Context: an optimization exercise on an open-source flow, tuned for small area, a short achievable clock period and few clock cycles. The choices shown serve that exercise and are no tape-out recipe.
Where RTL was checked, it was by simulation tests only, not by an equivalence proof against the original.
The clock input has no modelled driver; a real chip could not lean on it and would need a root buffer or a full tree.
No activity file was given, so power comes from the tool's default toggle rates.

// mpd_top
module mpd_top (
  input  wire logic           CLK,
  input  wire logic           RST_N,
  input  wire logic           rx_valid,
  input  wire mpd_pkg::byte_t rx_data,
  input  wire logic           rx_last,
  output logic                rx_ready,
  input  wire logic           fw_valid,
  input  wire logic           fw_safe,
  output logic                hdr_valid,
  output mpd_pkg::hdr_u       hdr,
  output logic                tx_valid,
  output mpd_pkg::byte_t      tx_data,
  output logic                tx_last
);
Size: roughly 1,600 cells after synthesis, about 770 flip-flops, ~190 I/O pins.
==> module mpd_top, before the edit <==
module mpd_top (
  input  wire logic           CLK,
  input  wire logic           RST_N,
  input  wire logic           rx_valid,
  input  wire mpd_pkg::byte_t rx_data,
  input  wire logic           rx_last,
  output logic                rx_ready,
  input  wire logic           fw_valid,
  input  wire logic           fw_safe,
  output logic                hdr_valid,
  output mpd_pkg::hdr_u       hdr,
  output logic                tx_valid,
  output mpd_pkg::byte_t      tx_data,
  output logic                tx_last
);
  localparam int AW    = 6;
  localparam int DEPTH = 1 << AW;
  localparam int FW    = 2;
  localparam int NFR   = 1 << FW;
  localparam int HL    = mpd_pkg::HDR_LEN;
  typedef logic [AW:0] ptr_t;
  typedef logic [FW:0] fptr_t;
  function automatic ptr_t inc(input ptr_t v);
    logic c;
    c = 1'b1;
    for (int i = 0; i <= AW; i++) begin
      inc[i] = v[i] ^ c;
      c      = c & v[i];
    end
  endfunction
  mpd_pkg::byte_t mem [DEPTH];
  logic           acc;
  logic           a_infr;      
  ptr_t           wp;          
  ptr_t           wp1;
  logic [4:0]     hcnt;
  logic [4:0]     hidx;
  assign acc  = rx_valid && rx_ready;
  assign wp1  = inc(wp);
  assign hidx = a_infr ? hcnt : 5'd0;
  always_ff @(posedge CLK) begin
    if (acc)
      mem[wp[AW-1:0]] <= rx_data;
  end
  mpd_pkg::byte_t zd;
  assign zd = a_infr ? rx_data : '0;
  always_ff @(posedge CLK) begin
    if (acc && !a_infr)
      hdr.lanes[0] <= rx_data;
    for (int i = 1; i < HL; i++) begin
      if (acc && (!a_infr || hcnt == 5'(i)))
        hdr.lanes[i] <= zd;
    end
    if (acc)
      hcnt <= (hidx == 5'(HL)) ? hidx : hidx + 1'b1;
  end
  ptr_t  fq_end  [NFR];
  logic  fq_safe [NFR];
  fptr_t fwp;                  
  fptr_t fdp;                  
  fptr_t frp;                  
  always_ff @(posedge CLK) begin
    if (acc && rx_last)
      fq_end[fwp[FW-1:0]] <= wp1;
    if (fw_valid)
      fq_safe[fdp[FW-1:0]] <= fw_safe;
  end
  ptr_t  rp;
  ptr_t  rp1;
  ptr_t  rp2;
  logic  full_b;               
  logic  near_b;               
  assign rp1    = inc(rp);
  assign rp2    = inc(rp1);
  assign full_b = wp[AW-1:0] == rp[AW-1:0] && wp[AW] != rp[AW];
  assign near_b = wp1[AW-1:0] == rp[AW-1:0] && wp1[AW] != rp[AW];
  ptr_t  rp_n;
  ptr_t  cur_end;
  ptr_t  end_n;
  ptr_t  head_end;
  logic  head_safe;
  logic  head_rdy;
  logic  h_dec;                
  logic  h_safe;               
  fptr_t ndec;                 
  fptr_t frp1;
  assign ndec = fdp - frp;
  assign frp1 = frp + 1'b1;
  logic  busy;
  logic  at_last;              
  logic  take;
  logic  start;
  logic  send;
  logic  drop;
  logic  last_byte;
  always_ff @(posedge CLK) begin
    if (take)
      h_safe <= (ndec > fptr_t'(1)) ? fq_safe[frp1[FW-1:0]] : fw_safe;
    else
      h_safe <= (ndec != '0) ? fq_safe[frp[FW-1:0]] : fw_safe;
  end
  assign head_end  = fq_end[frp[FW-1:0]];
  assign head_safe = h_safe;
  assign head_rdy  = h_dec;
  assign take      = head_rdy && (!busy || at_last);
  assign start     = take && head_safe && !busy;
  assign send      = busy || start;
  assign drop      = take && !head_safe;
  assign last_byte = busy ? at_last : rp1 == head_end;
  assign rp_n      = drop ? head_end : send ? rp1 : rp;
  assign end_n     = (take && head_safe) ? head_end : cur_end;
  localparam int GW = AW / 2;
  localparam int NG = 1 << GW;
  logic [NG-1:0]  rs_lo;       
  logic [NG-1:0]  rs_hi;       
  mpd_pkg::byte_t grp [NG];
  mpd_pkg::byte_t rd_byte;
  always_comb begin
    rd_byte = '0;
    for (int g = 0; g < NG; g++) begin
      grp[g] = '0;
      for (int i = 0; i < NG; i++)
        grp[g] = grp[g] | (mem[g*NG+i] & {8{rs_lo[i]}});
      rd_byte = rd_byte | (grp[g] & {8{rs_hi[g]}});
    end
  end
  always_ff @(posedge CLK or negedge RST_N) begin
    if (!RST_N) begin
      rs_lo <= NG'(1);
      rs_hi <= NG'(1);
    end else begin
      for (int i = 0; i < NG; i++) begin
        rs_lo[i] <= rp_n[GW-1:0] == GW'(i);
        rs_hi[i] <= rp_n[AW-1:GW] == GW'(i);
      end
    end
  end
  always_ff @(posedge CLK) begin
    tx_data <= rd_byte;
    cur_end <= end_n;
    at_last <= rp2 == end_n;
  end
  fptr_t nfq;
  logic  a_infr_n;
  logic  room_byte;
  logic  room_frame;
  logic  h_dec_n;
  logic  busy_n;
  assign h_dec_n = fw_valid || ndec > fptr_t'(1) || (ndec == fptr_t'(1) && !take);
  assign busy_n  = (take && head_safe) ? !(start && last_byte) : (busy && !at_last);
  assign nfq        = fwp - frp;
  assign a_infr_n   = acc ? !rx_last : a_infr;
  assign room_byte  = busy_n || h_dec_n ||
                      ((send || drop) ? !(full_b && acc) : !(full_b || (near_b && acc)));
  assign room_frame = take || !(nfq == fptr_t'(NFR) || (nfq == fptr_t'(NFR - 1) && acc && rx_last));
  always_ff @(posedge CLK or negedge RST_N) begin
    if (!RST_N) begin
      rx_ready  <= 1'b0;
      a_infr    <= 1'b0;
      wp        <= '0;
      hdr_valid <= 1'b0;
      fwp       <= '0;
      fdp       <= '0;
      frp       <= '0;
      h_dec     <= 1'b0;
      rp        <= '0;
      busy      <= 1'b0;
      tx_valid  <= 1'b0;
      tx_last   <= 1'b0;
    end else begin
      rx_ready  <= room_byte && (a_infr_n || room_frame);
      a_infr    <= a_infr_n;
      if (acc)
        wp <= wp1;
      if (acc && rx_last)
        fwp <= fwp + 1'b1;
      hdr_valid <= acc && rx_last;
      if (fw_valid)
        fdp <= fdp + 1'b1;
      if (take)
        frp <= frp + 1'b1;
      h_dec <= h_dec_n;
      rp <= rp_n;
      busy <= busy_n;
      tx_valid <= send;
      tx_last  <= send && last_byte;
    end
  end
endmodule
Settings: LEC_CHECK=0, CAP_MARGIN=20, CORE_MARGIN=2, CORE_UTILIZATION=70, CTS_BUF_LIST=sky130_fd_sc_hd__clkbuf_16, CTS_CLUSTER_DIAMETER=100, CTS_CLUSTER_SIZE=24, PLACE_DENSITY=0.8, SETUP_SLACK_MARGIN=4.6, SLEW_MARGIN=20; clock period 7.0 ns.
standard.sh (not shown) runs the stock make flow with config.mk's settings and CLKGATE_MAP_FILE= SYNTH_SCRIPT=/design/flow/synth_recipe.tcl, a recipe that flattens the netlist after the stock synthesis.
==> flow/flow/run.sh <==
#!/bin/bash
# The standard layout (the standard.sh), with the clock tree built by flow/cts_hook.tcl
# instead of TritonCTS. ORFS keeps each step's log under orfs/logs; make's own output goes
# to standard.log.
set -euo pipefail
export PRE_CTS_TCL="$PWD/flow/cts_hook.tcl"
bash standard.sh > standard.log 2>&1
Other scripts of this flow, unchanged in this note and not shown: flow/flow/cts_hook.tcl, flow/flow/mytree.tcl
Testbench counts at the start, summed over its fixed seeds: cycles 46,082.
Edit:
--- a/flow/design.v
+++ b/flow/design.v
@@ -55,66 +55,48 @@
   localparam int DEPTH = 1 << AW;
   localparam int FW    = 2;
   localparam int NFR   = 1 << FW;
   localparam int HL    = mpd_pkg::HDR_LEN;
   typedef logic [AW:0] ptr_t;
   typedef logic [FW:0] fptr_t;
-  function automatic ptr_t inc(input ptr_t v);
-    logic c;
-    c = 1'b1;
-    for (int i = 0; i <= AW; i++) begin
-      inc[i] = v[i] ^ c;
-      c      = c & v[i];
-    end
-  endfunction
   mpd_pkg::byte_t mem [DEPTH];
   logic           acc;
   logic           a_infr;      
   ptr_t           wp;          
-  ptr_t           wp1;
   logic [4:0]     hcnt;
   logic [4:0]     hidx;
   assign acc  = rx_valid && rx_ready;
-  assign wp1  = inc(wp);
   assign hidx = a_infr ? hcnt : 5'd0;
   always_ff @(posedge CLK) begin
-    if (acc)
+    if (rx_ready)
       mem[wp[AW-1:0]] <= rx_data;
   end
   mpd_pkg::byte_t zd;
   assign zd = a_infr ? rx_data : '0;
   always_ff @(posedge CLK) begin
-    if (acc && !a_infr)
+    if (rx_ready && !a_infr)
       hdr.lanes[0] <= rx_data;
     for (int i = 1; i < HL; i++) begin
-      if (acc && (!a_infr || hcnt == 5'(i)))
+      if (rx_ready && (!a_infr || hcnt == 5'(i)))
         hdr.lanes[i] <= zd;
     end
     if (acc)
       hcnt <= (hidx == 5'(HL)) ? hidx : hidx + 1'b1;
   end
   ptr_t  fq_end  [NFR];
   logic  fq_safe [NFR];
   fptr_t fwp;                  
   fptr_t fdp;                  
   fptr_t frp;                  
   always_ff @(posedge CLK) begin
     if (acc && rx_last)
-      fq_end[fwp[FW-1:0]] <= wp1;
+      fq_end[fwp[FW-1:0]] <= wp + 1'b1;
     if (fw_valid)
       fq_safe[fdp[FW-1:0]] <= fw_safe;
   end
   ptr_t  rp;
-  ptr_t  rp1;
-  ptr_t  rp2;
-  logic  full_b;               
-  logic  near_b;               
-  assign rp1    = inc(rp);
-  assign rp2    = inc(rp1);
-  assign full_b = wp[AW-1:0] == rp[AW-1:0] && wp[AW] != rp[AW];
-  assign near_b = wp1[AW-1:0] == rp[AW-1:0] && wp1[AW] != rp[AW];
   ptr_t  rp_n;
   ptr_t  cur_end;
   ptr_t  end_n;
   ptr_t  head_end;
   logic  head_safe;
   logic  head_rdy;
@@ -141,14 +123,14 @@
   assign head_safe = h_safe;
   assign head_rdy  = h_dec;
   assign take      = head_rdy && (!busy || at_last);
   assign start     = take && head_safe && !busy;
   assign send      = busy || start;
   assign drop      = take && !head_safe;
-  assign last_byte = busy ? at_last : rp1 == head_end;
-  assign rp_n      = drop ? head_end : send ? rp1 : rp;
+  assign last_byte = busy ? at_last : rp + 1'b1 == head_end;
+  assign rp_n      = drop ? head_end : send ? rp + 1'b1 : rp;
   assign end_n     = (take && head_safe) ? head_end : cur_end;
   localparam int GW = AW / 2;
   localparam int NG = 1 << GW;
   logic [NG-1:0]  rs_lo;       
   logic [NG-1:0]  rs_hi;       
   mpd_pkg::byte_t grp [NG];
@@ -173,26 +155,29 @@
       end
     end
   end
   always_ff @(posedge CLK) begin
     tx_data <= rd_byte;
     cur_end <= end_n;
-    at_last <= rp2 == end_n;
-  end
+    at_last <= rp + 2'd2 == end_n;
+  end
+  ptr_t  used;
   fptr_t nfq;
   logic  a_infr_n;
   logic  room_byte;
   logic  room_frame;
   logic  h_dec_n;
   logic  busy_n;
   assign h_dec_n = fw_valid || ndec > fptr_t'(1) || (ndec == fptr_t'(1) && !take);
   assign busy_n  = (take && head_safe) ? !(start && last_byte) : (busy && !at_last);
+  assign used       = wp - rp;
   assign nfq        = fwp - frp;
   assign a_infr_n   = acc ? !rx_last : a_infr;
   assign room_byte  = busy_n || h_dec_n ||
-                      ((send || drop) ? !(full_b && acc) : !(full_b || (near_b && acc)));
+                      ((send || drop) ? !(used == ptr_t'(DEPTH) && acc)
+                                      : !(used == ptr_t'(DEPTH) || (used == ptr_t'(DEPTH - 1) && acc)));
   assign room_frame = take || !(nfq == fptr_t'(NFR) || (nfq == fptr_t'(NFR - 1) && acc && rx_last));
   always_ff @(posedge CLK or negedge RST_N) begin
     if (!RST_N) begin
       rx_ready  <= 1'b0;
       a_infr    <= 1'b0;
       wp        <= '0;
@@ -206,13 +191,13 @@
       tx_valid  <= 1'b0;
       tx_last   <= 1'b0;
     end else begin
       rx_ready  <= room_byte && (a_infr_n || room_frame);
       a_infr    <= a_infr_n;
       if (acc)
-        wp <= wp1;
+        wp <= wp + 1'b1;
       if (acc && rx_last)
         fwp <= fwp + 1'b1;
       hdr_valid <= acc && rx_last;
       if (fw_valid)
         fdp <= fdp + 1'b1;
       if (take)
- flip-flop and latch count stays the same
- sequential share of layout area rises by 1.2 points
- clock skew stays flat
- global-route usage drops by 0.42 points
- die area rises by 0.61%
- worst hold slack degrades by 10 ps
- design area shrinks by 1.5%
- total power rose by about 12%
- final cell count is higher by 1.3%
- maximum frequency came out lower by 7.4%
- combinational power rises by 19%
- area after synthesis increases by about 0.6%
No functional check of the RTL was part of the second run of this note. No run of this note takes its clock network from TritonCTS; it comes from the design's own scripts or RTL.

what the ideal ports hide:
The flow's constraints put no driver on any port. The routed layouts listed below were extracted and timed again, unchanged, in two steps.
Step 1: set_driving_cell puts a clkbuf_16 on CLK and a buf_2 on each other input, an assumption about the parent block.
Step 2 times the ports against the registers' clock, not the clock port: input delays grow and output delays shrink by t, the midpoint of the rising clock arrivals with the driver on.
Slacks: no drivers / after step 1 / after step 2; pairs: no drivers / after step 1.
run | t (ns) | setup slack, ns | hold WS [ns]
the first run | 0.491 | 4.605 / 4.504 / 4.206 | 0.496 / 0.496 / 0.496
the second run | 0.495 | 4.413 / 4.382 / 4.258 | 0.486 / 0.486 / 0.486
After both steps every run listed still meets setup and hold. For the first run, which loses most, drivers alone change the setup slack by -0.101 ns; drivers and shift together by -0.399 ns.
